This design comes from an exercise in tuning for small area on the open sky130 flow, not from production work.
Function was checked by simulation only, so behaviour that the tests miss may differ from the original.

==> flow/design.v <==
module mac_round_sat #(
    parameter int HW = 24,
    parameter int OW = 20
) (
    input  logic [HW-1:0] hi,
    input  logic          half,
    input  logic          rest,
    output logic [OW-1:0] dout,
    output logic          ovf
);
    localparam logic [OW-1:0] SATP = {1'b0, {(OW-1){1'b1}}};
    localparam logic [OW-1:0] SATN = {1'b1, {(OW-2){1'b0}}, 1'b1};
    logic          neg, up;
    logic [HW:0]   quo;
    assign neg = hi[HW-1];
    assign up  = half & (~neg | rest);
    assign quo = {neg, hi} + {{HW{1'b0}}, up};
    assign ovf = ~(&quo[HW:OW-1]) & (|quo[HW:OW-1]);
    assign dout = ovf ? (neg ? SATN : SATP) : quo[OW-1:0];
endmodule
module mac_fa (
    input  logic a, b, c,
    output logic s, co
);
    assign s  = a ^ b ^ c;
    assign co = (a & b) | (a & c) | (b & c);
endmodule
module mac_ha (
    input  logic a, b,
    output logic s, co
);
    assign s  = a ^ b;
    assign co = a & b;
endmodule
module mac_nch_acc #(
    parameter int DW     = 18,
    parameter int CW     = 28,
    parameter int NCH    = 4,
    parameter int GUARD  = 2,
    parameter int OSHIFT = 24,
    parameter int OW     = 20
) (
    input  logic                         clk,
    input  logic                         rst,
    input  logic                         iv,
    input  logic [DW-1:0]                din,
    input  logic [CW-1:0]                cin,
    input  logic [((NCH <= 1) ? 1 : $clog2(NCH))-1:0]     ch,
    input  logic                         first,
    input  logic                         last,
    output logic [OW-1:0]                dout,
    output logic [((NCH <= 1) ? 1 : $clog2(NCH))-1:0]     och,
    output logic                         ov,
    output logic                         ovf
);
    localparam int AW = DW + CW + GUARD;    
    localparam int NR = DW / 2;             
    localparam int HW = AW - OSHIFT;        
    logic              v1, f1, l1;
    logic [1:0]        ch1;
    logic [DW-1:0]     d1;
    logic [CW-1:0]     c1;
    always_ff @(posedge clk or posedge rst) begin
        if (rst) v1 <= 1'b0;
        else     v1 <= iv;
    end
    always_ff @(posedge clk) begin
        f1  <= first;
        l1  <= last;
        ch1 <= ch;
        d1  <= din;
        c1  <= cin;
    end
    logic [AW-1:0] acc0, acc1, acc2, acc3;
    logic [3:0]    z;
    logic [AW-1:0] accsel, arow, sum;
    always_comb begin
        case (ch1)
            2'd0:    accsel = acc0;
            2'd1:    accsel = acc1;
            2'd2:    accsel = acc2;
            default: accsel = acc3;
        endcase
    end
    assign arow = (f1 | z[ch1]) ? '0 : accsel;
    logic [NR-1:0]    one, two, neg, ppt;
    logic [NR*CW-1:0] pp;
    always_comb begin
        for (int i = 0; i < NR; i++) begin
            logic dm, dc, dp;
            dm = (i == 0) ? 1'b0 : d1[2*i-1];
            dc = d1[2*i];
            dp = d1[2*i+1];
            one[i] = dc ^ dm;
            two[i] = (dp & ~dc & ~dm) | (~dp & dc & dm);
            neg[i] = dp;
            for (int j = 0; j < CW; j++)
                pp[i*CW+j] = ((one[i] & c1[j]) | (two[i] & ((j == 0) ? 1'b0 : c1[j-1]))) ^ neg[i];
            ppt[i] = ~((one[i] & c1[CW-1]) | (two[i] & c1[CW-1])) ^ neg[i];
        end
    end
    logic [AW-1:0] ta, tb;
    logic s1;
    logic c2;
    logic s3;
    logic c4;
    logic s5;
    logic c6;
    logic s7;
    logic c8;
    logic s9;
    logic c10;
    logic s11;
    logic c12;
    logic s13;
    logic c14;
    logic s15;
    logic c16;
    logic s17;
    logic c18;
    logic s19;
    logic c20;
    logic s21;
    logic c22;
    logic s23;
    logic c24;
    logic s25;
    logic c26;
    logic s27;
    logic c28;
    logic s29;
    logic c30;
    logic s31;
    logic c32;
    logic s33;
    logic c34;
    logic s35;
    logic c36;
    logic s37;
    logic c38;
    logic s39;
    logic c40;
    logic s41;
    logic c42;
    logic s43;
    logic c44;
    logic s45;
    logic c46;
    logic s47;
    logic c48;
    logic s49;
    logic c50;
    logic s51;
    logic c52;
    logic s53;
    logic c54;
    logic s55;
    logic c56;
    logic s57;
    logic c58;
    logic s59;
    logic c60;
    logic s61;
    logic c62;
    logic s63;
    logic c64;
    logic s65;
    logic c66;
    logic s67;
    logic c68;
    logic s69;
    logic c70;
    logic s71;
    logic c72;
    logic s73;
    logic c74;
    logic s75;
    logic c76;
    logic s77;
    logic c78;
    logic s79;
    logic c80;
    logic s81;
    logic c82;
    logic s83;
    logic c84;
    logic s85;
    logic c86;
    logic s87;
    logic c88;
    logic s89;
    logic c90;
    logic s91;
    logic c92;
    logic s93;
    logic c94;
    logic s95;
    logic c96;
    logic s97;
    logic c98;
    logic s99;
    logic c100;
    logic s101;
    logic c102;
    logic s103;
    logic c104;
    logic s105;
    logic c106;
    logic s107;
    logic c108;
    logic s109;
    logic c110;
    logic s111;
    logic c112;
    logic s113;
    logic c114;
    logic s115;
    logic c116;
    logic s117;
    logic c118;
    logic s119;
    logic c120;
    logic s121;
    logic c122;
    logic s123;
    logic c124;
    logic s125;
    logic c126;
    logic s127;
    logic c128;
    logic s129;
    logic c130;
    logic s131;
    logic c132;
    logic s133;
    logic c134;
    logic s135;
    logic c136;
    logic s137;
    logic c138;
    logic s139;
    logic c140;
    logic s141;
    logic c142;
    logic s143;
    logic c144;
    logic s145;
    logic c146;
    logic s147;
    logic c148;
    logic s149;
    logic c150;
    logic s151;
    logic c152;
    logic s153;
    logic c154;
    logic s155;
    logic c156;
    logic s157;
    logic c158;
    logic s159;
    logic c160;
    logic s161;
    logic c162;
    logic s163;
    logic c164;
    logic s165;
    logic c166;
    logic s167;
    logic c168;
    logic s169;
    logic c170;
    logic s171;
    logic c172;
    logic s173;
    logic c174;
    logic s175;
    logic c176;
    logic s177;
    logic c178;
    logic s179;
    logic c180;
    logic s181;
    logic c182;
    logic s183;
    logic c184;
    logic s185;
    logic c186;
    logic s187;
    logic c188;
    logic s189;
    logic c190;
    logic s191;
    logic c192;
    logic s193;
    logic c194;
    logic s195;
    logic c196;
    logic s197;
    logic c198;
    logic s199;
    logic c200;
    logic s201;
    logic c202;
    logic s203;
    logic c204;
    logic s205;
    logic c206;
    logic s207;
    logic c208;
    logic s209;
    logic c210;
    logic s211;
    logic c212;
    logic s213;
    logic c214;
    logic s215;
    logic c216;
    logic s217;
    logic c218;
    logic s219;
    logic c220;
    logic s221;
    logic c222;
    logic s223;
    logic c224;
    logic s225;
    logic c226;
    logic s227;
    logic c228;
    logic s229;
    logic c230;
    logic s231;
    logic c232;
    logic s233;
    logic c234;
    logic s235;
    logic c236;
    logic s237;
    logic c238;
    logic s239;
    logic c240;
    logic s241;
    logic c242;
    logic s243;
    logic c244;
    logic s245;
    logic c246;
    logic s247;
    logic c248;
    logic s249;
    logic c250;
    logic s251;
    logic c252;
    logic s253;
    logic c254;
    logic s255;
    logic c256;
    logic s257;
    logic c258;
    logic s259;
    logic c260;
    logic s261;
    logic c262;
    logic s263;
    logic c264;
    logic s265;
    logic c266;
    logic s267;
    logic c268;
    logic s269;
    logic c270;
    logic s271;
    logic c272;
    logic s273;
    logic c274;
    logic s275;
    logic c276;
    logic s277;
    logic c278;
    logic s279;
    logic c280;
    logic s281;
    logic c282;
    logic s283;
    logic c284;
    logic s285;
    logic c286;
    logic s287;
    logic c288;
    logic s289;
    logic c290;
    logic s291;
    logic c292;
    logic s293;
    logic c294;
    logic s295;
    logic c296;
    logic s297;
    logic c298;
    logic s299;
    logic c300;
    logic s301;
    logic c302;
    logic s303;
    logic c304;
    logic s305;
    logic c306;
    logic s307;
    logic c308;
    logic s309;
    logic c310;
    logic s311;
    logic c312;
    logic s313;
    logic c314;
    logic s315;
    logic c316;
    logic s317;
    logic c318;
    logic s319;
    logic c320;
    logic s321;
    logic c322;
    logic s323;
    logic c324;
    logic s325;
    logic c326;
    logic s327;
    logic c328;
    logic s329;
    logic c330;
    logic s331;
    logic c332;
    logic s333;
    logic c334;
    logic s335;
    logic c336;
    logic s337;
    logic c338;
    logic s339;
    logic c340;
    logic s341;
    logic c342;
    logic s343;
    logic c344;
    logic s345;
    logic c346;
    logic s347;
    logic c348;
    logic s349;
    logic c350;
    logic s351;
    logic c352;
    logic s353;
    logic c354;
    logic s355;
    logic c356;
    logic s357;
    logic c358;
    logic s359;
    logic c360;
    logic s361;
    logic c362;
    logic s363;
    logic c364;
    logic s365;
    logic c366;
    logic s367;
    logic c368;
    logic s369;
    logic c370;
    logic s371;
    logic c372;
    logic s373;
    logic c374;
    logic s375;
    logic c376;
    logic s377;
    logic c378;
    logic s379;
    logic c380;
    logic s381;
    logic c382;
    logic s383;
    logic c384;
    logic s385;
    logic c386;
    logic s387;
    logic c388;
    logic s389;
    logic c390;
    logic s391;
    logic c392;
    logic s393;
    logic c394;
    logic s395;
    logic c396;
    logic s397;
    logic c398;
    logic s399;
    logic c400;
    logic s401;
    logic c402;
    logic s403;
    logic c404;
    logic s405;
    logic c406;
    logic s407;
    logic c408;
    logic s409;
    logic c410;
    logic s411;
    logic c412;
    logic s413;
    logic c414;
    logic s415;
    logic c416;
    logic s417;
    logic c418;
    logic s419;
    logic c420;
    logic s421;
    logic c422;
    logic s423;
    logic c424;
    logic s425;
    logic c426;
    logic s427;
    logic c428;
    logic s429;
    logic c430;
    logic s431;
    logic c432;
    logic s433;
    logic c434;
    logic s435;
    logic c436;
    logic s437;
    logic c438;
    logic s439;
    logic c440;
    logic s441;
    logic c442;
    logic s443;
    logic c444;
    logic s445;
    logic c446;
    logic s447;
    logic c448;
    logic s449;
    logic c450;
    logic s451;
    logic c452;
    logic s453;
    logic c454;
    logic s455;
    logic c456;
    logic s457;
    logic c458;
    logic s459;
    logic c460;
    logic s461;
    logic c462;
    logic s463;
    logic c464;
    logic s465;
    logic c466;
    logic s467;
    logic c468;
    logic s469;
    logic c470;
    logic s471;
    logic c472;
    logic s473;
    logic c474;
    logic s475;
    logic c476;
    logic s477;
    logic c478;
    logic s479;
    logic c480;
    logic s481;
    logic c482;
    logic s483;
    logic c484;
    logic s485;
    logic c486;
    logic s487;
    logic c488;
    logic s489;
    logic c490;
    logic s491;
    logic c492;
    logic s493;
    logic c494;
    logic s495;
    logic c496;
    logic s497;
    logic c498;
    logic s499;
    logic c500;
    logic s501;
    logic c502;
    logic s503;
    logic c504;
    logic s505;
    logic c506;
    logic s507;
    logic c508;
    logic s509;
    logic c510;
    logic s511;
    logic c512;
    logic s513;
    logic c514;
    logic s515;
    logic c516;
    logic s517;
    logic c518;
    logic s519;
    logic c520;
    logic s521;
    logic c522;
    logic s523;
    logic c524;
    logic s525;
    logic c526;
    logic s527;
    logic c528;
    logic s529;
    logic c530;
    logic s531;
    logic c532;
    logic s533;
    logic c534;
    logic s535;
    logic c536;
    logic s537;
    logic c538;
    logic s539;
    logic c540;
    logic s541;
    logic c542;
    logic s543;
    logic c544;
    mac_ha u_s1 (.a(neg[7]), .b(arow[14]), .s(s1), .co(c2));
    mac_ha u_s3 (.a(arow[15]), .b(pp[15]), .s(s3), .co(c4));
    mac_fa u_s5 (.a(neg[8]), .b(arow[16]), .c(pp[16]), .s(s5), .co(c6));
    mac_ha u_s7 (.a(pp[42]), .b(pp[68]), .s(s7), .co(c8));
    mac_fa u_s9 (.a(arow[17]), .b(pp[17]), .c(pp[43]), .s(s9), .co(c10));
    mac_ha u_s11 (.a(pp[69]), .b(pp[95]), .s(s11), .co(c12));
    mac_fa u_s13 (.a(arow[18]), .b(pp[18]), .c(pp[44]), .s(s13), .co(c14));
    mac_ha u_s15 (.a(pp[70]), .b(pp[96]), .s(s15), .co(c16));
    mac_fa u_s17 (.a(arow[19]), .b(pp[19]), .c(pp[45]), .s(s17), .co(c18));
    mac_ha u_s19 (.a(pp[71]), .b(pp[97]), .s(s19), .co(c20));
    mac_fa u_s21 (.a(arow[20]), .b(pp[20]), .c(pp[46]), .s(s21), .co(c22));
    mac_ha u_s23 (.a(pp[72]), .b(pp[98]), .s(s23), .co(c24));
    mac_fa u_s25 (.a(arow[21]), .b(pp[21]), .c(pp[47]), .s(s25), .co(c26));
    mac_ha u_s27 (.a(pp[73]), .b(pp[99]), .s(s27), .co(c28));
    mac_fa u_s29 (.a(arow[22]), .b(pp[22]), .c(pp[48]), .s(s29), .co(c30));
    mac_ha u_s31 (.a(pp[74]), .b(pp[100]), .s(s31), .co(c32));
    mac_fa u_s33 (.a(arow[23]), .b(pp[23]), .c(pp[49]), .s(s33), .co(c34));
    mac_ha u_s35 (.a(pp[75]), .b(pp[101]), .s(s35), .co(c36));
    mac_fa u_s37 (.a(arow[24]), .b(pp[24]), .c(pp[50]), .s(s37), .co(c38));
    mac_ha u_s39 (.a(pp[76]), .b(pp[102]), .s(s39), .co(c40));
    mac_fa u_s41 (.a(arow[25]), .b(pp[25]), .c(pp[51]), .s(s41), .co(c42));
    mac_ha u_s43 (.a(pp[77]), .b(pp[103]), .s(s43), .co(c44));
    mac_fa u_s45 (.a(arow[26]), .b(pp[26]), .c(pp[52]), .s(s45), .co(c46));
    mac_ha u_s47 (.a(pp[78]), .b(pp[104]), .s(s47), .co(c48));
    mac_fa u_s49 (.a(arow[27]), .b(pp[27]), .c(pp[53]), .s(s49), .co(c50));
    mac_ha u_s51 (.a(pp[79]), .b(pp[105]), .s(s51), .co(c52));
    assign s53 = ~(arow[28] ^ ppt[0]);
    assign c54 = arow[28] | ppt[0];
    mac_fa u_s55 (.a(pp[54]), .b(pp[80]), .c(pp[106]), .s(s55), .co(c56));
    assign s57 = ~(arow[29] ^ pp[55]);
    assign c58 = arow[29] | pp[55];
    mac_ha u_s59 (.a(pp[81]), .b(pp[107]), .s(s59), .co(c60));
    mac_fa u_s61 (.a(arow[30]), .b(ppt[1]), .c(pp[82]), .s(s61), .co(c62));
    assign s63 = ~arow[31];
    assign c64 = arow[31];
    mac_ha u_s65 (.a(neg[4]), .b(arow[8]), .s(s65), .co(c66));
    mac_ha u_s67 (.a(arow[9]), .b(pp[9]), .s(s67), .co(c68));
    mac_fa u_s69 (.a(neg[5]), .b(arow[10]), .c(pp[10]), .s(s69), .co(c70));
    mac_ha u_s71 (.a(pp[36]), .b(pp[62]), .s(s71), .co(c72));
    mac_fa u_s73 (.a(arow[11]), .b(pp[11]), .c(pp[37]), .s(s73), .co(c74));
    mac_ha u_s75 (.a(pp[63]), .b(pp[89]), .s(s75), .co(c76));
    mac_fa u_s77 (.a(neg[6]), .b(arow[12]), .c(pp[12]), .s(s77), .co(c78));
    mac_fa u_s79 (.a(pp[38]), .b(pp[64]), .c(pp[90]), .s(s79), .co(c80));
    mac_ha u_s81 (.a(pp[116]), .b(pp[142]), .s(s81), .co(c82));
    mac_fa u_s83 (.a(arow[13]), .b(pp[13]), .c(pp[39]), .s(s83), .co(c84));
    mac_fa u_s85 (.a(pp[65]), .b(pp[91]), .c(pp[117]), .s(s85), .co(c86));
    mac_ha u_s87 (.a(pp[143]), .b(pp[169]), .s(s87), .co(c88));
    mac_fa u_s89 (.a(pp[14]), .b(pp[40]), .c(pp[66]), .s(s89), .co(c90));
    mac_fa u_s91 (.a(pp[92]), .b(pp[118]), .c(pp[144]), .s(s91), .co(c92));
    mac_fa u_s93 (.a(pp[170]), .b(pp[196]), .c(s1), .s(s93), .co(c94));
    mac_fa u_s95 (.a(pp[41]), .b(pp[67]), .c(pp[93]), .s(s95), .co(c96));
    mac_fa u_s97 (.a(pp[119]), .b(pp[145]), .c(pp[171]), .s(s97), .co(c98));
    mac_fa u_s99 (.a(pp[197]), .b(c2), .c(s3), .s(s99), .co(c100));
    mac_fa u_s101 (.a(pp[94]), .b(pp[120]), .c(pp[146]), .s(s101), .co(c102));
    mac_fa u_s103 (.a(pp[172]), .b(pp[198]), .c(pp[224]), .s(s103), .co(c104));
    mac_fa u_s105 (.a(c4), .b(s5), .c(s7), .s(s105), .co(c106));
    mac_fa u_s107 (.a(pp[121]), .b(pp[147]), .c(pp[173]), .s(s107), .co(c108));
    mac_fa u_s109 (.a(pp[199]), .b(pp[225]), .c(c6), .s(s109), .co(c110));
    mac_fa u_s111 (.a(c8), .b(s9), .c(s11), .s(s111), .co(c112));
    mac_fa u_s113 (.a(pp[122]), .b(pp[148]), .c(pp[174]), .s(s113), .co(c114));
    mac_fa u_s115 (.a(pp[200]), .b(pp[226]), .c(c10), .s(s115), .co(c116));
    mac_fa u_s117 (.a(c12), .b(s13), .c(s15), .s(s117), .co(c118));
    mac_fa u_s119 (.a(pp[123]), .b(pp[149]), .c(pp[175]), .s(s119), .co(c120));
    mac_fa u_s121 (.a(pp[201]), .b(pp[227]), .c(c14), .s(s121), .co(c122));
    mac_fa u_s123 (.a(c16), .b(s17), .c(s19), .s(s123), .co(c124));
    mac_fa u_s125 (.a(pp[124]), .b(pp[150]), .c(pp[176]), .s(s125), .co(c126));
    mac_fa u_s127 (.a(pp[202]), .b(pp[228]), .c(c18), .s(s127), .co(c128));
    mac_fa u_s129 (.a(c20), .b(s21), .c(s23), .s(s129), .co(c130));
    mac_fa u_s131 (.a(pp[125]), .b(pp[151]), .c(pp[177]), .s(s131), .co(c132));
    mac_fa u_s133 (.a(pp[203]), .b(pp[229]), .c(c22), .s(s133), .co(c134));
    mac_fa u_s135 (.a(c24), .b(s25), .c(s27), .s(s135), .co(c136));
    mac_fa u_s137 (.a(pp[126]), .b(pp[152]), .c(pp[178]), .s(s137), .co(c138));
    mac_fa u_s139 (.a(pp[204]), .b(pp[230]), .c(c26), .s(s139), .co(c140));
    mac_fa u_s141 (.a(c28), .b(s29), .c(s31), .s(s141), .co(c142));
    mac_fa u_s143 (.a(pp[127]), .b(pp[153]), .c(pp[179]), .s(s143), .co(c144));
    mac_fa u_s145 (.a(pp[205]), .b(pp[231]), .c(c30), .s(s145), .co(c146));
    mac_fa u_s147 (.a(c32), .b(s33), .c(s35), .s(s147), .co(c148));
    mac_fa u_s149 (.a(pp[128]), .b(pp[154]), .c(pp[180]), .s(s149), .co(c150));
    mac_fa u_s151 (.a(pp[206]), .b(pp[232]), .c(c34), .s(s151), .co(c152));
    mac_fa u_s153 (.a(c36), .b(s37), .c(s39), .s(s153), .co(c154));
    mac_fa u_s155 (.a(pp[129]), .b(pp[155]), .c(pp[181]), .s(s155), .co(c156));
    mac_fa u_s157 (.a(pp[207]), .b(pp[233]), .c(c38), .s(s157), .co(c158));
    mac_fa u_s159 (.a(c40), .b(s41), .c(s43), .s(s159), .co(c160));
    mac_fa u_s161 (.a(pp[130]), .b(pp[156]), .c(pp[182]), .s(s161), .co(c162));
    mac_fa u_s163 (.a(pp[208]), .b(pp[234]), .c(c42), .s(s163), .co(c164));
    mac_fa u_s165 (.a(c44), .b(s45), .c(s47), .s(s165), .co(c166));
    mac_fa u_s167 (.a(pp[131]), .b(pp[157]), .c(pp[183]), .s(s167), .co(c168));
    mac_fa u_s169 (.a(pp[209]), .b(pp[235]), .c(c46), .s(s169), .co(c170));
    mac_fa u_s171 (.a(c48), .b(s49), .c(s51), .s(s171), .co(c172));
    mac_fa u_s173 (.a(pp[132]), .b(pp[158]), .c(pp[184]), .s(s173), .co(c174));
    mac_fa u_s175 (.a(pp[210]), .b(pp[236]), .c(c50), .s(s175), .co(c176));
    mac_fa u_s177 (.a(c52), .b(s53), .c(s55), .s(s177), .co(c178));
    mac_fa u_s179 (.a(pp[133]), .b(pp[159]), .c(pp[185]), .s(s179), .co(c180));
    mac_fa u_s181 (.a(pp[211]), .b(pp[237]), .c(c54), .s(s181), .co(c182));
    mac_fa u_s183 (.a(c56), .b(s57), .c(s59), .s(s183), .co(c184));
    mac_fa u_s185 (.a(pp[108]), .b(pp[134]), .c(pp[160]), .s(s185), .co(c186));
    mac_fa u_s187 (.a(pp[186]), .b(pp[212]), .c(pp[238]), .s(s187), .co(c188));
    mac_fa u_s189 (.a(c58), .b(c60), .c(s61), .s(s189), .co(c190));
    mac_fa u_s191 (.a(pp[83]), .b(pp[109]), .c(pp[135]), .s(s191), .co(c192));
    mac_fa u_s193 (.a(pp[161]), .b(pp[187]), .c(pp[213]), .s(s193), .co(c194));
    mac_fa u_s195 (.a(pp[239]), .b(s63), .c(c62), .s(s195), .co(c196));
    mac_fa u_s197 (.a(arow[32]), .b(ppt[2]), .c(pp[110]), .s(s197), .co(c198));
    mac_fa u_s199 (.a(pp[136]), .b(pp[162]), .c(pp[188]), .s(s199), .co(c200));
    mac_fa u_s201 (.a(pp[214]), .b(pp[240]), .c(c64), .s(s201), .co(c202));
    assign s203 = ~(arow[33] ^ pp[111]);
    assign c204 = arow[33] | pp[111];
    mac_fa u_s205 (.a(pp[137]), .b(pp[163]), .c(pp[189]), .s(s205), .co(c206));
    mac_ha u_s207 (.a(pp[215]), .b(pp[241]), .s(s207), .co(c208));
    mac_fa u_s209 (.a(arow[34]), .b(ppt[3]), .c(pp[138]), .s(s209), .co(c210));
    mac_fa u_s211 (.a(pp[164]), .b(pp[190]), .c(pp[216]), .s(s211), .co(c212));
    assign s213 = ~(arow[35] ^ pp[139]);
    assign c214 = arow[35] | pp[139];
    mac_ha u_s215 (.a(pp[165]), .b(pp[191]), .s(s215), .co(c216));
    mac_fa u_s217 (.a(arow[36]), .b(ppt[4]), .c(pp[166]), .s(s217), .co(c218));
    assign s219 = ~arow[37];
    assign c220 = arow[37];
    mac_ha u_s221 (.a(neg[2]), .b(arow[4]), .s(s221), .co(c222));
    mac_ha u_s223 (.a(arow[5]), .b(pp[5]), .s(s223), .co(c224));
    mac_fa u_s225 (.a(neg[3]), .b(arow[6]), .c(pp[6]), .s(s225), .co(c226));
    mac_ha u_s227 (.a(pp[32]), .b(pp[58]), .s(s227), .co(c228));
    mac_fa u_s229 (.a(arow[7]), .b(pp[7]), .c(pp[33]), .s(s229), .co(c230));
    mac_ha u_s231 (.a(pp[59]), .b(pp[85]), .s(s231), .co(c232));
    mac_fa u_s233 (.a(pp[8]), .b(pp[34]), .c(pp[60]), .s(s233), .co(c234));
    mac_fa u_s235 (.a(pp[86]), .b(pp[112]), .c(s65), .s(s235), .co(c236));
    mac_fa u_s237 (.a(pp[35]), .b(pp[61]), .c(pp[87]), .s(s237), .co(c238));
    mac_fa u_s239 (.a(pp[113]), .b(c66), .c(s67), .s(s239), .co(c240));
    mac_fa u_s241 (.a(pp[88]), .b(pp[114]), .c(pp[140]), .s(s241), .co(c242));
    mac_fa u_s243 (.a(c68), .b(s69), .c(s71), .s(s243), .co(c244));
    mac_fa u_s245 (.a(pp[115]), .b(pp[141]), .c(c70), .s(s245), .co(c246));
    mac_fa u_s247 (.a(c72), .b(s73), .c(s75), .s(s247), .co(c248));
    mac_fa u_s249 (.a(pp[168]), .b(c74), .c(c76), .s(s249), .co(c250));
    mac_fa u_s251 (.a(s77), .b(s79), .c(s81), .s(s251), .co(c252));
    mac_fa u_s253 (.a(c78), .b(c80), .c(c82), .s(s253), .co(c254));
    mac_fa u_s255 (.a(s83), .b(s85), .c(s87), .s(s255), .co(c256));
    mac_fa u_s257 (.a(c84), .b(c86), .c(c88), .s(s257), .co(c258));
    mac_fa u_s259 (.a(s89), .b(s91), .c(s93), .s(s259), .co(c260));
    mac_fa u_s261 (.a(c90), .b(c92), .c(s95), .s(s261), .co(c262));
    mac_fa u_s263 (.a(s97), .b(c94), .c(s99), .s(s263), .co(c264));
    mac_fa u_s265 (.a(c96), .b(c98), .c(s101), .s(s265), .co(c266));
    mac_fa u_s267 (.a(s103), .b(c100), .c(s105), .s(s267), .co(c268));
    mac_fa u_s269 (.a(c102), .b(c104), .c(s107), .s(s269), .co(c270));
    mac_fa u_s271 (.a(s109), .b(c106), .c(s111), .s(s271), .co(c272));
    mac_fa u_s273 (.a(c108), .b(s113), .c(c110), .s(s273), .co(c274));
    mac_fa u_s275 (.a(s115), .b(c112), .c(s117), .s(s275), .co(c276));
    mac_fa u_s277 (.a(c114), .b(s119), .c(c116), .s(s277), .co(c278));
    mac_fa u_s279 (.a(s121), .b(c118), .c(s123), .s(s279), .co(c280));
    mac_fa u_s281 (.a(c120), .b(s125), .c(c122), .s(s281), .co(c282));
    mac_fa u_s283 (.a(s127), .b(c124), .c(s129), .s(s283), .co(c284));
    mac_fa u_s285 (.a(c126), .b(s131), .c(c128), .s(s285), .co(c286));
    mac_fa u_s287 (.a(s133), .b(c130), .c(s135), .s(s287), .co(c288));
    mac_fa u_s289 (.a(c132), .b(s137), .c(c134), .s(s289), .co(c290));
    mac_fa u_s291 (.a(s139), .b(c136), .c(s141), .s(s291), .co(c292));
    mac_fa u_s293 (.a(c138), .b(s143), .c(c140), .s(s293), .co(c294));
    mac_fa u_s295 (.a(s145), .b(c142), .c(s147), .s(s295), .co(c296));
    mac_fa u_s297 (.a(c144), .b(s149), .c(c146), .s(s297), .co(c298));
    mac_fa u_s299 (.a(s151), .b(c148), .c(s153), .s(s299), .co(c300));
    mac_fa u_s301 (.a(c150), .b(s155), .c(c152), .s(s301), .co(c302));
    mac_fa u_s303 (.a(s157), .b(c154), .c(s159), .s(s303), .co(c304));
    mac_fa u_s305 (.a(c156), .b(s161), .c(c158), .s(s305), .co(c306));
    mac_fa u_s307 (.a(s163), .b(c160), .c(s165), .s(s307), .co(c308));
    mac_fa u_s309 (.a(c162), .b(s167), .c(c164), .s(s309), .co(c310));
    mac_fa u_s311 (.a(s169), .b(c166), .c(s171), .s(s311), .co(c312));
    mac_fa u_s313 (.a(c168), .b(s173), .c(c170), .s(s313), .co(c314));
    mac_fa u_s315 (.a(s175), .b(c172), .c(s177), .s(s315), .co(c316));
    mac_fa u_s317 (.a(c174), .b(s179), .c(c176), .s(s317), .co(c318));
    mac_fa u_s319 (.a(s181), .b(c178), .c(s183), .s(s319), .co(c320));
    mac_fa u_s321 (.a(c180), .b(s185), .c(s187), .s(s321), .co(c322));
    mac_fa u_s323 (.a(c182), .b(c184), .c(s189), .s(s323), .co(c324));
    mac_fa u_s325 (.a(c186), .b(c188), .c(s191), .s(s325), .co(c326));
    mac_fa u_s327 (.a(s193), .b(s195), .c(c190), .s(s327), .co(c328));
    mac_fa u_s329 (.a(c192), .b(c194), .c(s197), .s(s329), .co(c330));
    mac_fa u_s331 (.a(s199), .b(s201), .c(c196), .s(s331), .co(c332));
    mac_fa u_s333 (.a(c198), .b(c200), .c(s203), .s(s333), .co(c334));
    mac_fa u_s335 (.a(s205), .b(s207), .c(c202), .s(s335), .co(c336));
    mac_fa u_s337 (.a(pp[242]), .b(c204), .c(c206), .s(s337), .co(c338));
    mac_fa u_s339 (.a(c208), .b(s209), .c(s211), .s(s339), .co(c340));
    mac_fa u_s341 (.a(pp[217]), .b(pp[243]), .c(c210), .s(s341), .co(c342));
    mac_fa u_s343 (.a(c212), .b(s213), .c(s215), .s(s343), .co(c344));
    mac_fa u_s345 (.a(pp[192]), .b(pp[218]), .c(pp[244]), .s(s345), .co(c346));
    mac_fa u_s347 (.a(c214), .b(c216), .c(s217), .s(s347), .co(c348));
    mac_fa u_s349 (.a(pp[167]), .b(pp[193]), .c(pp[219]), .s(s349), .co(c350));
    mac_fa u_s351 (.a(pp[245]), .b(s219), .c(c218), .s(s351), .co(c352));
    mac_fa u_s353 (.a(arow[38]), .b(ppt[5]), .c(pp[194]), .s(s353), .co(c354));
    mac_fa u_s355 (.a(pp[220]), .b(pp[246]), .c(c220), .s(s355), .co(c356));
    assign s357 = ~(arow[39] ^ pp[195]);
    assign c358 = arow[39] | pp[195];
    mac_ha u_s359 (.a(pp[221]), .b(pp[247]), .s(s359), .co(c360));
    mac_fa u_s361 (.a(arow[40]), .b(ppt[6]), .c(pp[222]), .s(s361), .co(c362));
    assign s363 = ~arow[41];
    assign c364 = arow[41];
    mac_ha u_s365 (.a(neg[1]), .b(arow[2]), .s(s365), .co(c366));
    mac_ha u_s367 (.a(arow[3]), .b(pp[3]), .s(s367), .co(c368));
    mac_fa u_s369 (.a(pp[4]), .b(pp[30]), .c(pp[56]), .s(s369), .co(c370));
    mac_fa u_s371 (.a(pp[31]), .b(pp[57]), .c(c222), .s(s371), .co(c372));
    mac_fa u_s373 (.a(pp[84]), .b(c224), .c(s225), .s(s373), .co(c374));
    mac_fa u_s375 (.a(c226), .b(c228), .c(s229), .s(s375), .co(c376));
    mac_fa u_s377 (.a(c230), .b(c232), .c(s233), .s(s377), .co(c378));
    mac_fa u_s379 (.a(c234), .b(s237), .c(c236), .s(s379), .co(c380));
    mac_fa u_s381 (.a(c238), .b(s241), .c(c240), .s(s381), .co(c382));
    mac_fa u_s383 (.a(c242), .b(s245), .c(c244), .s(s383), .co(c384));
    mac_fa u_s385 (.a(c246), .b(s249), .c(c248), .s(s385), .co(c386));
    mac_fa u_s387 (.a(c250), .b(s253), .c(c252), .s(s387), .co(c388));
    mac_fa u_s389 (.a(c254), .b(s257), .c(c256), .s(s389), .co(c390));
    mac_fa u_s391 (.a(c258), .b(s261), .c(c260), .s(s391), .co(c392));
    mac_fa u_s393 (.a(c262), .b(s265), .c(c264), .s(s393), .co(c394));
    mac_fa u_s395 (.a(c266), .b(s269), .c(c268), .s(s395), .co(c396));
    mac_fa u_s397 (.a(c270), .b(s273), .c(c272), .s(s397), .co(c398));
    mac_fa u_s399 (.a(c274), .b(s277), .c(c276), .s(s399), .co(c400));
    mac_fa u_s401 (.a(c278), .b(s281), .c(c280), .s(s401), .co(c402));
    mac_fa u_s403 (.a(c282), .b(s285), .c(c284), .s(s403), .co(c404));
    mac_fa u_s405 (.a(c286), .b(s289), .c(c288), .s(s405), .co(c406));
    mac_fa u_s407 (.a(c290), .b(s293), .c(c292), .s(s407), .co(c408));
    mac_fa u_s409 (.a(c294), .b(s297), .c(c296), .s(s409), .co(c410));
    mac_fa u_s411 (.a(c298), .b(s301), .c(c300), .s(s411), .co(c412));
    mac_fa u_s413 (.a(c302), .b(s305), .c(c304), .s(s413), .co(c414));
    mac_fa u_s415 (.a(c306), .b(s309), .c(c308), .s(s415), .co(c416));
    mac_fa u_s417 (.a(c310), .b(s313), .c(c312), .s(s417), .co(c418));
    mac_fa u_s419 (.a(c314), .b(s317), .c(c316), .s(s419), .co(c420));
    mac_fa u_s421 (.a(s321), .b(c318), .c(c320), .s(s421), .co(c422));
    mac_fa u_s423 (.a(c322), .b(s325), .c(c324), .s(s423), .co(c424));
    mac_fa u_s425 (.a(c326), .b(s329), .c(c328), .s(s425), .co(c426));
    mac_fa u_s427 (.a(c330), .b(s333), .c(s335), .s(s427), .co(c428));
    mac_fa u_s429 (.a(s337), .b(c334), .c(s339), .s(s429), .co(c430));
    mac_fa u_s431 (.a(c338), .b(s341), .c(c340), .s(s431), .co(c432));
    mac_fa u_s433 (.a(s345), .b(c342), .c(c344), .s(s433), .co(c434));
    mac_fa u_s435 (.a(c346), .b(s349), .c(s351), .s(s435), .co(c436));
    mac_fa u_s437 (.a(c350), .b(s353), .c(s355), .s(s437), .co(c438));
    mac_fa u_s439 (.a(c354), .b(s357), .c(s359), .s(s439), .co(c440));
    mac_fa u_s441 (.a(pp[248]), .b(c358), .c(c360), .s(s441), .co(c442));
    mac_fa u_s443 (.a(pp[223]), .b(pp[249]), .c(s363), .s(s443), .co(c444));
    mac_fa u_s445 (.a(arow[42]), .b(ppt[7]), .c(pp[250]), .s(s445), .co(c446));
    assign s447 = ~arow[43];
    assign c448 = arow[43];
    mac_ha u_s449 (.a(neg[0]), .b(arow[0]), .s(s449), .co(c450));
    mac_ha u_s451 (.a(arow[1]), .b(pp[1]), .s(s451), .co(c452));
    mac_fa u_s453 (.a(pp[2]), .b(pp[28]), .c(s365), .s(s453), .co(c454));
    mac_fa u_s455 (.a(pp[29]), .b(c366), .c(s367), .s(s455), .co(c456));
    mac_fa u_s457 (.a(s221), .b(c368), .c(s369), .s(s457), .co(c458));
    mac_fa u_s459 (.a(c370), .b(s223), .c(s371), .s(s459), .co(c460));
    mac_fa u_s461 (.a(s227), .b(c372), .c(s373), .s(s461), .co(c462));
    mac_fa u_s463 (.a(s231), .b(c374), .c(s375), .s(s463), .co(c464));
    mac_fa u_s465 (.a(s235), .b(c376), .c(s377), .s(s465), .co(c466));
    mac_fa u_s467 (.a(c378), .b(s239), .c(s379), .s(s467), .co(c468));
    mac_fa u_s469 (.a(s243), .b(c380), .c(s381), .s(s469), .co(c470));
    mac_fa u_s471 (.a(s247), .b(c382), .c(s383), .s(s471), .co(c472));
    mac_fa u_s473 (.a(s251), .b(c384), .c(s385), .s(s473), .co(c474));
    mac_fa u_s475 (.a(s255), .b(c386), .c(s387), .s(s475), .co(c476));
    mac_fa u_s477 (.a(s259), .b(c388), .c(s389), .s(s477), .co(c478));
    mac_fa u_s479 (.a(c390), .b(s263), .c(s391), .s(s479), .co(c480));
    mac_fa u_s481 (.a(s267), .b(c392), .c(s393), .s(s481), .co(c482));
    mac_fa u_s483 (.a(s271), .b(c394), .c(s395), .s(s483), .co(c484));
    mac_fa u_s485 (.a(s275), .b(c396), .c(s397), .s(s485), .co(c486));
    mac_fa u_s487 (.a(s279), .b(c398), .c(s399), .s(s487), .co(c488));
    mac_fa u_s489 (.a(s283), .b(c400), .c(s401), .s(s489), .co(c490));
    mac_fa u_s491 (.a(s287), .b(c402), .c(s403), .s(s491), .co(c492));
    mac_fa u_s493 (.a(s291), .b(c404), .c(s405), .s(s493), .co(c494));
    mac_fa u_s495 (.a(s295), .b(c406), .c(s407), .s(s495), .co(c496));
    mac_fa u_s497 (.a(s299), .b(c408), .c(s409), .s(s497), .co(c498));
    mac_fa u_s499 (.a(s303), .b(c410), .c(s411), .s(s499), .co(c500));
    mac_fa u_s501 (.a(s307), .b(c412), .c(s413), .s(s501), .co(c502));
    mac_fa u_s503 (.a(s311), .b(c414), .c(s415), .s(s503), .co(c504));
    mac_fa u_s505 (.a(s315), .b(c416), .c(s417), .s(s505), .co(c506));
    mac_fa u_s507 (.a(s319), .b(c418), .c(s419), .s(s507), .co(c508));
    mac_fa u_s509 (.a(s323), .b(c420), .c(s421), .s(s509), .co(c510));
    mac_fa u_s511 (.a(s327), .b(c422), .c(s423), .s(s511), .co(c512));
    mac_fa u_s513 (.a(s331), .b(c424), .c(s425), .s(s513), .co(c514));
    mac_fa u_s515 (.a(c332), .b(s427), .c(c426), .s(s515), .co(c516));
    mac_fa u_s517 (.a(c336), .b(s429), .c(c428), .s(s517), .co(c518));
    mac_fa u_s519 (.a(s343), .b(c430), .c(s431), .s(s519), .co(c520));
    mac_fa u_s521 (.a(s347), .b(c432), .c(s433), .s(s521), .co(c522));
    mac_fa u_s523 (.a(c348), .b(c434), .c(s435), .s(s523), .co(c524));
    mac_fa u_s525 (.a(c352), .b(s437), .c(c436), .s(s525), .co(c526));
    mac_fa u_s527 (.a(c356), .b(s439), .c(c438), .s(s527), .co(c528));
    mac_fa u_s529 (.a(s361), .b(s441), .c(c440), .s(s529), .co(c530));
    mac_fa u_s531 (.a(c362), .b(s443), .c(c442), .s(s531), .co(c532));
    mac_fa u_s533 (.a(c364), .b(s445), .c(c444), .s(s533), .co(c534));
    mac_fa u_s535 (.a(pp[251]), .b(s447), .c(c446), .s(s535), .co(c536));
    mac_fa u_s537 (.a(arow[44]), .b(ppt[8]), .c(c448), .s(s537), .co(c538));
    assign s539 = ~arow[45];
    assign c540 = arow[45];
    assign s541 = ~arow[46];
    assign c542 = arow[46];
    assign s543 = ~arow[47];
    assign c544 = arow[47];
    assign ta = {c542, c540, c538, c536, c534, c532, c530, c528, c526, c524, c522, c520, c518, c516, c514, c512, c510, c508, c506, c504, c502, c500, c498, c496, c494, c492, c490, c488, c486, c484, c482, c480, c478, c476, c474, c472, c470, c468, c466, c464, c462, c460, c458, c456, c454, c452, c450, s449};
    assign tb = {s543, s541, s539, s537, s535, s533, s531, s529, s527, s525, s523, s521, s519, s517, s515, s513, s511, s509, s507, s505, s503, s501, s499, s497, s495, s493, s491, s489, s487, s485, s483, s481, s479, s477, s475, s473, s471, s469, s467, s465, s463, s461, s459, s457, s455, s453, s451, pp[0]};
    assign sum = ta + tb;
    always_ff @(posedge clk) begin
        if (v1 && ch1 == 2'd0) acc0 <= sum;
        if (v1 && ch1 == 2'd1) acc1 <= sum;
        if (v1 && ch1 == 2'd2) acc2 <= sum;
        if (v1 && ch1 == 2'd3) acc3 <= sum;
    end
    always_ff @(posedge clk or posedge rst) begin
        if (rst) z <= 4'hf;
        else if (v1) z[ch1] <= 1'b0;
    end
    logic          v2;
    logic [1:0]    ch2;
    logic [HW-1:0] h2;
    logic          b2, o2;
    always_ff @(posedge clk or posedge rst) begin
        if (rst) v2 <= 1'b0;
        else     v2 <= v1 & l1;
    end
    always_ff @(posedge clk) begin
        ch2 <= ch1;
        h2  <= sum[AW-1:OSHIFT];
        b2  <= sum[OSHIFT-1];
        o2  <= |sum[OSHIFT-2:0];
    end
    logic [OW-1:0] rs_dout;
    logic          rs_ovf;
    mac_round_sat #(.HW(HW), .OW(OW)) u_round_sat (
        .hi   (h2),
        .half (b2),
        .rest (o2),
        .dout (rs_dout),
        .ovf  (rs_ovf)
    );
    logic          v3, v4;
    logic [1:0]    ch3, ch4;
    logic [OW:0]   r3, r4;
    always_ff @(posedge clk or posedge rst) begin
        if (rst) begin
            v3 <= 1'b0;
            v4 <= 1'b0;
        end else begin
            v3 <= v2;
            v4 <= v3;
        end
    end
    always_ff @(posedge clk) begin
        ch3 <= ch2;
        r3  <= {rs_ovf, rs_dout};
        ch4 <= ch3;
        r4  <= r3;
    end
    always_ff @(posedge clk or posedge rst) begin
        if (rst) begin
            dout <= '0;
            och  <= '0;
            ovf  <= 1'b0;
            ov   <= 1'b0;
        end else begin
            ov <= v4;
            if (v4) begin
                dout <= r4[OW-1:0];
                ovf  <= r4[OW];
                och  <= ch4;
            end
        end
    end
endmodule
==> flow/flow/run.sh <==
#!/bin/bash
# Layout flow: the standard flow (standard.sh, unchanged synthesis) with
#  - plain buf_1 port buffers instead of the default delay-cell port buffers,
#  - clock tree synthesis without dummy loads,
#  - area/power recovery (downsizing of non-critical cells) after global routing.
# Each make run's full output goes to its own log file in this folder; ORFS's
# per-step logs are under orfs/logs/.
set -euo pipefail
bash standard.sh synth > flow_synth.log 2>&1
bash standard.sh \
    "BUFFER_PORTS_ARGS=-buffer_cell sky130_fd_sc_hd__buf_1" \
    "CTS_ARGS=-sink_clustering_enable -repair_clock_nets -dont_use_dummy_load -buf_list sky130_fd_sc_hd__clkbuf_4" \
    RECOVER_POWER=100 \
    finish > flow_layout.log 2>&1
==> flow/standard.sh <==
#!/bin/bash
# synth_recipe.tcl (not shown) runs the flow's synth.tcl, then flattens the netlist and writes it again
# the make line also repeats each setting of config.mk as NAME=value (left out here)
make -C /OpenROAD-flow-scripts/flow DESIGN_CONFIG=/design/flow/config.mk WORK_HOME=/design/flow/orfs CLKGATE_MAP_FILE= SYNTH_SCRIPT=/design/flow/synth_recipe.tcl "${@:-finish}"
==> flow/config.mk <==
export PLATFORM = sky130hd
export DESIGN_NAME = mac_nch_acc
export DESIGN_NICKNAME = mac_nch_acc
export VERILOG_FILES = /design/flow/design.v
export SDC_FILE = /design/flow/constraint.sdc
export NUM_CORES = 4
export LEC_CHECK = 0
export ABC_AREA = 1
export CAP_MARGIN = 20
export CORE_MARGIN = 2
export CORE_UTILIZATION = 60
export CTS_BUF_LIST = sky130_fd_sc_hd__clkbuf_4
export SLEW_MARGIN = 20
export SYNTH_HIERARCHICAL = 1
export SYNTH_MINIMUM_KEEP_SIZE = 0
==> flow/constraint.sdc <==
create_clock -name core_clock -period 7.5 [get_ports {clk}]
set_input_delay 1.5000 -clock core_clock [delete_from_list [all_inputs] [get_ports {clk}]]
set_output_delay 1.5000 -clock core_clock [all_outputs]
set_load 0.01 [all_outputs]
==> flow_summary.json, run 1 <==
{
  "status": "complete, but fails checks",
  "checkFailReasons": "max-capacitance violations, max-slew violations",
  "crit_fanout": 30,
  "synthFlopType": "edfxtp_1",
  "path_cells": "nor2_4 -> buf_4 -> clkbuf_2 -> a221oi_1 -> nor2_1 -> fa_1 -> fa_1 -> fa_1 -> fa_1 -> fa_1 -> ha_1 -> a21oi_1 -> o21ai_0 -> a21boi_0 -> o21a_1 -> nand3_1 -> xor2_1",
  "finalCriticalPeriod_ns": 7.09,
  "fin_nets": 3002,
  "drt_iter0_drc": 2146,
  "maxCapViolCount": 5,
  "gp_congestion": 1.02,
  "clockBufferDepth": 3,
  "cts_setup_buffers": 0,
  "max_freq_ghz": 0.141,
  "layout-drive-gt1-share": 0.0900,
  "vias": 19900,
  "layout.cells.non_filler": 3166,
  "finalMaxSlewViolations": 218,
  "cp.required_ns": 8.00,
  "hold_path_class": "register to register",
  "cp_top_family": "adder cells",
  "wire_per_inst_um": 24.1,
  "timing.critical_path.to_type": "register",
  "rsz0062_at_grt": "false",
  "arrival_ns": 7.60,
  "syn_area_mm2": 0.0251,
  "drc": 0,
  "cts_buffers": 89,
  "core_area_mm2": 0.0411,
  "cts_tree": "yes",
  "yosysUniqueCellTypes": 50,
  "cp-start-kind": "register",
  "placed_cells": 3075,
  "vias_per_cell": 6.28,
  "clkLatencyLatePin_ns": 0.83,
  "hpwl_um": 57500,
  "cts-htree-levels": 3,
  "area_growth_pct": 5.77,
  "grt_pass1_wl_um": 116000,
  "tns_ns": 0,
  "cts.reportedPaths.clkPinSlew_ns": 0.06,
  "syn-mean-instance-area_um2": 9.93,
  "nFillCells": 3431,
  "die_width_um": 209,
  "rows": 74,
  "setup_viol": 0,
  "ys_ff_latch": 348,
  "synth_edf_count": 192,
  "synthesis.nets": 2899,
  "clock_sinks": 348,
  "grt_antenna_before_repair": 4,
  "post_cts_resized": 0,
  "hold_ws_ns": 0.270,
  "critPathKind": "register to register",
  "hold_violations": 0,
  "ys_async_sr_fraction": 0.0920,
  "fp.dieH_um": 209,
  "synth_largest_area_cell": "edfxtp_1",
  "dieArea_mm2": 0.0436,
  "synth_top_area_share": 0.229,
  "grt_pass1_vias": 20100,
  "hold_buffers": 0,
  "tightest_slew_ns": 3.52,
  "slew_headroom": -1.35,
  "cp_common_cell": "fa_1",
  "port_buffers": 76,
  "synthMostInstantiatedCell": "nand2_1",
  "synthCells": 2531,
  "num_io_pins": 77,
  "synth_common_cells": "415 x nand2_1, 275 x xor2_1, 242 x o22ai_1",
  "grtUsageTotal": 0.354,
  "ys_top_cells_by_area": "edfxtp_1 23%, fa_1 18%, dfxtp_1 9.9%",
  "overflow": 0,
  "clockRootBuffer": "clkbuf_4",
  "ys_seq_area_frac": 0.360,
  "drt-pass1-iter-count": 6,
  "start_util": 0.612,
  "yosysWarnings": 7,
  "finalWirelength_um": 76300,
  "final_antenna_net_count": 0,
  "critPathMaxStageDelay_ns": 0.80,
  "grt_max_degree": 50,
  "crit_path_top_delay_cell": "dfxtp_1",
  "finalClockSkew_ns": 0.0772,
  "crit_buf_inv": 2,
  "fin_crit_sh": 0.946
}
## cell usage in the layout (no fill, tap or decap), types with 8 or more instances in the layout
master / synthesis / final
a211oi_1: 8 / 8
a21oi_1: 79 / 80
a21oi_2: 11 / 10
a221oi_1: 36 / 36
a22o_1: 23 / 23
buf_1: 17 / 76
buf_4: 3 / 54
clkbuf_1: 57 / 8
clkbuf_4: 0 / 89
clkinv_1: 27 / 28
dfrtp_1: 28 / 28
dfxtp_1: 124 / 115
dfxtp_2: 0 / 9
edfxtp_1: 192 / 192
fa_1: 229 / 229
ha_1: 86 / 86
inv_1: 164 / 164
inv_2: 12 / 11
mux2_2: 23 / 23
nand2_1: 415 / 422
nand3_1: 69 / 73
nand3b_1: 11 / 11
nand4_1: 16 / 16
nor2_1: 169 / 174
nor2_4: 8 / 8
nor3_1: 13 / 13
o21ai_0: 51 / 51
o21ai_2: 9 / 9
o22ai_1: 242 / 242
xnor2_1: 15 / 15
xor2_1: 275 / 275
## cell families (layout without fill, tap and decap cells)
kind of cell               Yosys count  in the layout  share of synthesized area
AOI/OAI and AO/OA                  483            483                      0.123
xor gates and xnor gates           290            290                      0.101
adders and majority gates          315            315                      0.225
buffers and inverters              332            433                     0.0540
DFF                                348            348                      0.360
muxes                               23             23                     0.0103
other                                0              2                          0
and+or+nand+nor                    740            740                      0.126
## through the flow
stage	setup WS (ns)	utilization	area (um^2)
CTS	0.578	0.650	26700
finish	0.408	0.647	26600
global route	0.133	0.647	26600
global placement	0.690	0.633	26000
floorplan	2.41	-	25100
detailed placement	0.655	0.633	26000
## final timing paths
path                       slack (ns)                   end  cells past startpoint            from
hold reg to reg                  0.27        ch3[0]$_DFF_P_                      0  ch2[0]$_DFF_P_
setup reg to reg                 0.41    acc0[37]$_DFFE_PP_                     17  ch1[1]$_DFF_P_
min in group asynchronous        1.25          v1$_DFF_PP0_                      3             rst
max in group asynchronous        5.21  dout[15]$_DFFE_PP0P_                      3             rst
setup / recovery                 0.41    acc0[37]$_DFFE_PP_                     17  ch1[1]$_DFF_P_
hold / removal                   0.27        ch3[0]$_DFF_P_                      0  ch2[0]$_DFF_P_
## per-layer routing
metal  GRT usage  wire length [um]
met1       0.480             30800
met2       0.543             33900
met3      0.0789              7800
met4       0.171              3790
met5           0                22
## per-module statistics from Yosys, one instance, submodules excluded, excerpt
module | area [um^2] | flip-flops and latches
mac_ha | 12.5 | 0
mac_fa | 20.0 | 0
mac_nch_acc | 19300 | 348
## final cells by class
class,instances,area (um^2),share of cell area
clock buffers,89,668,0.0251
inverters,204,768,0.0289
flip-flops and latches,348,9060,0.341
repair buffers,140,746,0.0280
multi-input cells,1851,14700,0.552
diodes,2,5.00,0.000188
well taps,532,666,0.0250
## registers in the layout (all words and copies together), names as in the netlist, 4 cells and up
register,cells
acc0,48
acc1,48
acc2,48
acc3,48
c1,28
d1,18
dout,20
h2,24
r3,21
r4,21
z,4
==> run 2: changes to the inputs <==
==> flow/flow/run.sh (replaced) <==
#!/bin/bash
# Layout flow: the standard flow (standard.sh, unchanged synthesis) with
#  - plain buf_1 port buffers instead of the default delay-cell port buffers,
#  - clock tree synthesis without dummy loads,
# Each make run's full output goes to its own log file in this folder; ORFS's
# per-step logs are under orfs/logs/.
set -euo pipefail
bash standard.sh synth > flow_synth.log 2>&1
bash standard.sh \
    "BUFFER_PORTS_ARGS=-buffer_cell sky130_fd_sc_hd__buf_1" \
    "CTS_ARGS=-sink_clustering_enable -repair_clock_nets -dont_use_dummy_load -buf_list sky130_fd_sc_hd__clkbuf_4" \
    finish > flow_layout.log 2>&1
==> run 2 against run 1 <==
  * The run now finishes clean
  * Critical endpoint is now acc2[30]$_DFFE_PP_
  * Non-clock buffer count unchanged
  * Register-to-register slack improved by 0.09 ns
  * Count of clock-buffer cells in the layout stayed put
  * Worst hold slack worse by 0.0030 ns
==> flow_summary.json, run 2 <==
{
  "cts_buffers": 89,
  "crit_path_top_delay_cell": "dfxtp_1",
  "max_freq_ghz": 0.143,
  "layout-drive-gt1-share": 0.101,
  "routed.top_layer": "met5",
  "ys_async_sr_fraction": 0.0920,
  "path_cells": "nand2_4 -> inv_2 -> nand2_1 -> nand2_1 -> nor3_4 -> inv_2 -> nor2_1 -> fa_1 -> fa_1 -> fa_1 -> fa_1 -> fa_1 -> ha_1 -> nand2_1 -> o21ai_0 -> a21oi_1 -> o21ai_0 -> a21oi_1 -> xnor2_1",
  "hold_buffers": 0,
  "synth_top_area_share": 0.229,
  "gp_congestion": 1.02,
  "start_util": 0.612,
  "nFillCells": 3404,
  "wire_per_inst_um": 24.1,
  "cp.required_ns": 7.98,
  "die_width_um": 209,
  "drc": 0,
  "hold_violations": 0,
  "grt_pass1_wl_um": 116000,
  "area_growth_pct": 6.24,
  "crit_fanout": 27,
  "cp_common_cell": "fa_1",
  "clockRootBuffer": "clkbuf_4",
  "grtUsageTotal": 0.354,
  "core_area_mm2": 0.0411,
  "dieArea_mm2": 0.0436,
  "synthCells": 2531,
  "ys_seq_area_frac": 0.360,
  "cp_top_family": "adder cells",
  "num_io_pins": 77,
  "grt_max_degree": 50,
  "wl_met3_um": 7910,
  "drt_iter0_drc": 2450,
  "port_buffers": 76,
  "overflow": 0,
  "finalClockSkew_ns": 0.0791,
  "synth_largest_area_cell": "edfxtp_1",
  "cts-htree-levels": 3,
  "syn-mean-instance-area_um2": 9.93,
  "critPathMaxStageDelay_ns": 0.79,
  "finalCriticalPeriod_ns": 7.00,
  "clockBufferDepth": 3,
  "placed_cells": 3075,
  "clkLatencyLatePin_ns": 0.82,
  "fin_crit_sh": 0.934,
  "drt-pass1-iter-count": 8,
  "clock_sinks": 348,
  "cp-start-kind": "register",
  "post_cts_resized": 0,
  "rsz0062_at_grt": "false",
  "synth_common_cells": "415 x nand2_1, 275 x xor2_1, 242 x o22ai_1",
  "finalMaxSlewViolations": 0,
  "timing.critical_path.to_type": "register",
  "yosysWarnings": 7,
  "wl_met1_um": 30700,
  "fp.dieH_um": 209,
  "layout_setup_ws_ns": 0.498,
  "grt_pass1_vias": 20100,
  "final_cell_mix": "415 x nand2_1, 275 x xor2_1, 242 x o22ai_1",
  "hpwl_um": 57500,
  "slew_headroom": 0.332,
  "arrival_ns": 7.48,
  "finalWirelength_um": 76200,
  "cts_tree": "yes",
  "preCtsSetupSlack_ns": 0.655,
  "ys_top_cells_by_area": "edfxtp_1 23%, fa_1 18%, dfxtp_1 9.9%",
  "fin_nets": 3002,
  "synthMostInstantiatedCell": "nand2_1",
  "crit_buf_inv": 2,
  "critPathKind": "register to register",
  "cts.reportedPaths.clkPinSlew_ns": 0.06,
  "status": "timing/DRC/antenna clean",
  "wl_met2_um": 33800,
  "rows": 74,
  "cts_setup_buffers": 0,
  "synthFlopType": "edfxtp_1",
  "hold_path_class": "register to register",
  "layout.cells.non_filler": 3166,
  "yosysUniqueCellTypes": 50,
  "grt_antenna_before_repair": 4,
  "final_antenna_net_count": 0,
  "tns_ns": 0,
  "setup_viol": 0,
  "tightest_slew_ns": 0.996,
  "syn_area_mm2": 0.0251,
  "vias": 19800,
  "maxCapViolCount": 0,
  "ys_ff_latch": 348,
  "synth_edf_count": 192,
  "vias_per_cell": 6.27,
  "final_common_cell": "nand2_1",
  "synthesis.nets": 2899
}
run 2: final timing paths:
path                                startpoint              endpoint  slack (ns)  depth (start not counted)
min in group asynchronous                  rst          v1$_DFF_PP0_        0.75                          3
max in group asynchronous                  rst  dout[15]$_DFFE_PP0P_        6.39                          3
worst min-delay path            ch2[0]$_DFF_P_        ch3[0]$_DFF_P_        0.27                          0
worst max register to register  ch1[1]$_DFF_P_    acc2[30]$_DFFE_PP_        0.50                         19
worst min register to register  ch2[0]$_DFF_P_        ch3[0]$_DFF_P_        0.27                          0
worst max-delay path            ch1[1]$_DFF_P_    acc2[30]$_DFFE_PP_        0.50                         19
run 2: logic make-up (layout without fill, tap and decap cells):
family | count (synthesis) | count (layout) | share of synthesized area
AO/OA/AOI/OAI | 483 | 483 | 0.123
buffers and inverters | 332 | 433 | 0.0540
multiplexers | 23 | 23 | 0.0103
flip-flops | 348 | 348 | 0.360
adder cells (fa/ha/maj) | 315 | 315 | 0.225
other | 0 | 2 | 0
AND/OR/NAND/NOR | 740 | 740 | 0.126
XOR/XNOR | 290 | 290 | 0.101
run 2: Yosys stat by module, one instance, submodules excluded, excerpt:
module       cell area [um^2]  copies in the design
mac_fa                   20.0                   228
mac_ha                   12.5                    32
mac_nch_acc             19300                     1
run 2: area by class of cell:
class	instances	area [um^2]	area share
multi-input cells	1851	14800	0.553
flip-flops and latches	348	9060	0.339
repair buffers	140	778	0.0291
inverters	204	768	0.0288
clock buffers	89	668	0.0250
well taps	532	666	0.0249
diodes	2	5.00	0.000187
run 2: routing by layer:
metal	vias to the layer above	track usage
met5	-	0
met4	4	0.171
met3	228	0.0789
met2	1225	0.543
met1	9537	0.480
li1	8853	-
run 2: worst register-to-register path, cell delays in order (launching register included):
cell	delay, ns
dfxtp_1	0.79
nand2_4	0.13
inv_2	0.25
nand2_1	0.09
nand2_1	0.11
nor3_4	0.07
inv_2	0.54
nor2_1	0.19
fa_1	0.59
fa_1	0.44
fa_1	0.42
fa_1	0.55
fa_1	0.42
ha_1	0.40
nand2_1	0.13
o21ai_0	0.41
a21oi_1	0.19
o21ai_0	0.29
a21oi_1	0.14
xnor2_1	0.52
run 2: stage by stage:
step	utilization	area [um^2]	hold slack, ns
2_1_floorplan	-	25100	0.310
3_3_place_gp	0.633	26000	0.310
3_5_place_dp	0.633	26000	0.312
4_1_cts	0.650	26700	0.288
5_1_grt	0.650	26700	0.304
6_report	0.650	26700	0.267
==> run 3: changes to the inputs <==
==> flow/run.sh (new file) <==
#!/bin/bash
# synth_recipe.tcl (not shown) runs the flow's synth.tcl, then flattens the netlist and writes it again
# the make line also repeats each setting of config.mk as NAME=value (left out here)
make -C /OpenROAD-flow-scripts/flow DESIGN_CONFIG=/design/flow/config.mk WORK_HOME=/design/flow/orfs CLKGATE_MAP_FILE= SYNTH_SCRIPT=/design/flow/synth_recipe.tcl finish
removed: flow/flow/run.sh
removed: flow/standard.sh
==> run 3 against run 2 <==
  * First-iteration DRC count decreased by 5.7%
  * Global-route usage down 0.58 points
  * Clock skew grew 0.0067 ns
  * Fmax increased by 1.6%
  * Wire length decreased by 1.1%
  * Final cell count is 2.1% higher
  * Register-to-register slack improved by 0.11 ns
  * Die area unchanged
  * Utilization rose by 2.3 points
==> flow_summary.json, run 3 <==
{
  "cts_buffers": 88,
  "finalMaxSlewViolations": 0,
  "finalWirelength_um": 75300,
  "layout-drive-gt1-share": 0.116,
  "wire_per_inst_um": 23.3,
  "hold_violations": 0,
  "area_growth_pct": 10.0,
  "synthFlopType": "edfxtp_1",
  "die_width_um": 209,
  "final_common_cell": "nand2_1",
  "synth_top_area_share": 0.229,
  "ys_seq_area_frac": 0.360,
  "yosysUniqueCellTypes": 50,
  "drt-pass1-iter-count": 6,
  "grt_max_degree": 49,
  "multi_input_area_mm2": 0.0148,
  "post_cts_resized": 0,
  "tightest_slew_ns": 1.06,
  "critPathKind": "register to register",
  "yosysWarnings": 7,
  "num_io_pins": 77,
  "slew_headroom": 0.289,
  "grt_pass1_wl_um": 116000,
  "tns_ns": 0,
  "r2r-end": "acc1[34]$_DFFE_PP_",
  "rows": 74,
  "synth_largest_area_cell": "edfxtp_1",
  "cts-htree-levels": 3,
  "clkLatencyLatePin_ns": 0.85,
  "cp-start-kind": "register",
  "final_cell_mix": "415 x nand2_1, 275 x xor2_1, 242 x o22ai_1",
  "whs_endpoint": "r4[1]$_DFF_P_",
  "max_freq_ghz": 0.145,
  "synthMostInstantiatedCell": "nand2_1",
  "timing.critical_path.to_type": "register",
  "ys_async_sr_fraction": 0.0920,
  "synth_edf_count": 192,
  "reg2reg_depth": 21,
  "r2r_setup_slack_ns": 0.61,
  "drt_iter0_drc": 2311,
  "utilization": 0.673,
  "hold_path_class": "register to register",
  "crit_fanout": 20,
  "fin_nets": 2994,
  "r2r-start": "ch1[1]$_DFF_P_",
  "port_buffers": 76,
  "finalCriticalPeriod_ns": 6.89,
  "arrival_ns": 7.37,
  "overflow": 0,
  "clock_sinks": 348,
  "ys_top_cells_by_area": "edfxtp_1 23%, fa_1 18%, dfxtp_1 9.9%",
  "cp.required_ns": 7.98,
  "synthesis.nets": 2899,
  "final_antenna_net_count": 0,
  "setup_viol": 0,
  "status": "timing/DRC/antenna clean",
  "cts.reportedPaths.clkPinSlew_ns": 0.07,
  "drc": 0,
  "worstHoldPathCells": 0,
  "fin_crit_sh": 0.918,
  "placed_cell_area_mm2": 0.0265,
  "seq_area_mm2": 0.00906,
  "core_area_mm2": 0.0411,
  "cts_setup_buffers": 0,
  "nFillCells": 3400,
  "finalClockSkew_ns": 0.0858,
  "cts_tree": "yes",
  "dieArea_mm2": 0.0436,
  "fp.dieH_um": 209,
  "syn-mean-instance-area_um2": 9.93,
  "hold_buffers": 0,
  "ys_ff_latch": 348,
  "min_from": "r3[1]$_DFF_P_",
  "grtUsageTotal": 0.348,
  "rsz0062_at_grt": "false",
  "grt_pass1_vias": 20100,
  "hpwl_um": 55900,
  "vias_per_cell": 6.22,
  "vias": 20100,
  "syn_area_mm2": 0.0251,
  "synth_common_cells": "415 x nand2_1, 275 x xor2_1, 242 x o22ai_1",
  "gp_congestion": 1.03,
  "clockRootBuffer": "clkbuf_4",
  "grt_antenna_before_repair": 1,
  "clockBufferDepth": 3,
  "maxCapViolCount": 0,
  "final_area_mm2": 0.0277,
  "synthCells": 2531,
  "start_util": 0.612
}
## run 3: routing by layer
| layer | vias to the layer above | share of wire | GRT usage |
|---|---|---|---|
| met1 | 9748 | 0.40 | 0.474 |
| met2 | 1257 | 0.45 | 0.541 |
| met5 | - | 0 | 0 |
| li1 | 8905 | - | - |
| met4 | 0 | 0.045 | 0.149 |
| met3 | 195 | 0.11 | 0.0784 |
## run 3: cell families (layout without fill, tap and decap cells)
family | count (synthesis) | after routing | share of synthesized area
AND/OR/NAND/NOR | 740 | 740 | 0.126
AO/OA/AOI/OAI | 483 | 483 | 0.123
flip-flops | 348 | 348 | 0.360
buffers and inverters | 332 | 500 | 0.0540
adder cells (fa/ha/maj) | 315 | 315 | 0.225
XOR/XNOR | 290 | 290 | 0.101
multiplexers | 23 | 23 | 0.0103
other | 0 | 2 | 0
## run 3: worst max-delay path by stage
stage / slack (ns) / start / cells past startpoint / end
5_1_grt: 0.26 / ch1[1]$_DFF_P_ / 23 / acc1[34]$_DFFE_PP_
3_5_place_dp: 0.77 / ch1[1]$_DFF_P_ / 21 / acc2[34]$_DFFE_PP_
3_3_place_gp: 0.74 / ch1[1]$_DFF_P_ / 23 / acc2[34]$_DFFE_PP_
4_1_cts: 0.68 / ch1[1]$_DFF_P_ / 21 / acc1[34]$_DFFE_PP_
6_report: 0.61 / ch1[1]$_DFF_P_ / 21 / acc1[34]$_DFFE_PP_
2_1_floorplan: 2.41 / ch1[0]$_DFF_P_ / 25 / acc0[34]$_DFFE_PP_
## run 3: layout make-up
cell class / instances / area share
Sequential cell: 348 / 0.328
Clock buffer: 127 / 0.0345
Inverter: 204 / 0.0278
Tap cell: 532 / 0.0241
Antenna cell: 2 / 0.000181
Multi-Input combinational cell: 1851 / 0.534
Clock inverter: 36 / 0.00900
Timing Repair Buffer: 133 / 0.0430
## run 3: per-stage QoR
stage / setup slack, ns / hold slack [ns] / cells
after detailed placement: 0.771 / 0.312 / 3068
after global placement: 0.744 / 0.310 / 3068
after CTS: 0.683 / 0.309 / 3231
after floorplan: 2.41 / 0.310 / 2531
final: 0.612 / 0.324 / 3233
after global routing: 0.257 / 0.328 / 3233
## run 3: worst max-delay path, cell delays in order, from the launching register on
cell	delay, ns
dfxtp_1	0.69
nor2_4	0.10
nand2_1	0.08
nand2_1	0.08
nor3_4	0.45
inv_2	0.31
nor2_1	0.37
fa_1	0.52
fa_1	0.48
fa_1	0.39
fa_1	0.52
fa_1	0.43
ha_1	0.37
nand2_1	0.17
inv_1	0.06
nand2_1	0.06
nand3_1	0.11
a21oi_1	0.32
o21ai_0	0.17
nand2_1	0.09
nand3_1	0.19
xor2_1	0.61
## run 3: per-module statistics from Yosys, one instance, submodules excluded, excerpt
module       cell area, um^2  flip-flops and latches  cells  copies in the design
mac_ha                  12.5                       0      1                    32
mac_nch_acc            19300                     348   2095                     1
mac_fa                  20.0                       0      1                   228

-- what the ideal ports hide --
How much do the figures lean on ideal ports? The routed layouts below were timed once more, with nothing changed but the port constraints. Step 1: set_driving_cell puts a clkbuf_16 on clk and a buf_2 on each other input, an assumption about the parent block. Step 2, shift: input delay + t, output delay - t, t = (earliest + latest rising clock arrival at the registers) / 2. This alone moves slack from input paths to output paths. Slacks: no drivers / after step 1 / after step 2; pairs: no drivers / after step 1.
| run | t (ns) | setup WS [ns] | worst setup path at the end | latest minus earliest clock arrival (ns) | slew at the worst register clock pin (ns) |
|---|---|---|---|---|---|
| run 1 | 0.842 | 0.408 / 0.408 / 0.408 | register to register | 0.082 / 0.082 | 0.08 / 0.08 |
| run 2 | 0.837 | 0.498 / 0.498 / 0.498 | register to register | 0.081 / 0.081 | 0.07 / 0.07 |
| run 3 | 0.860 | 0.612 / 0.612 / 0.612 | register to register | 0.085 / 0.086 | 0.08 / 0.08 |
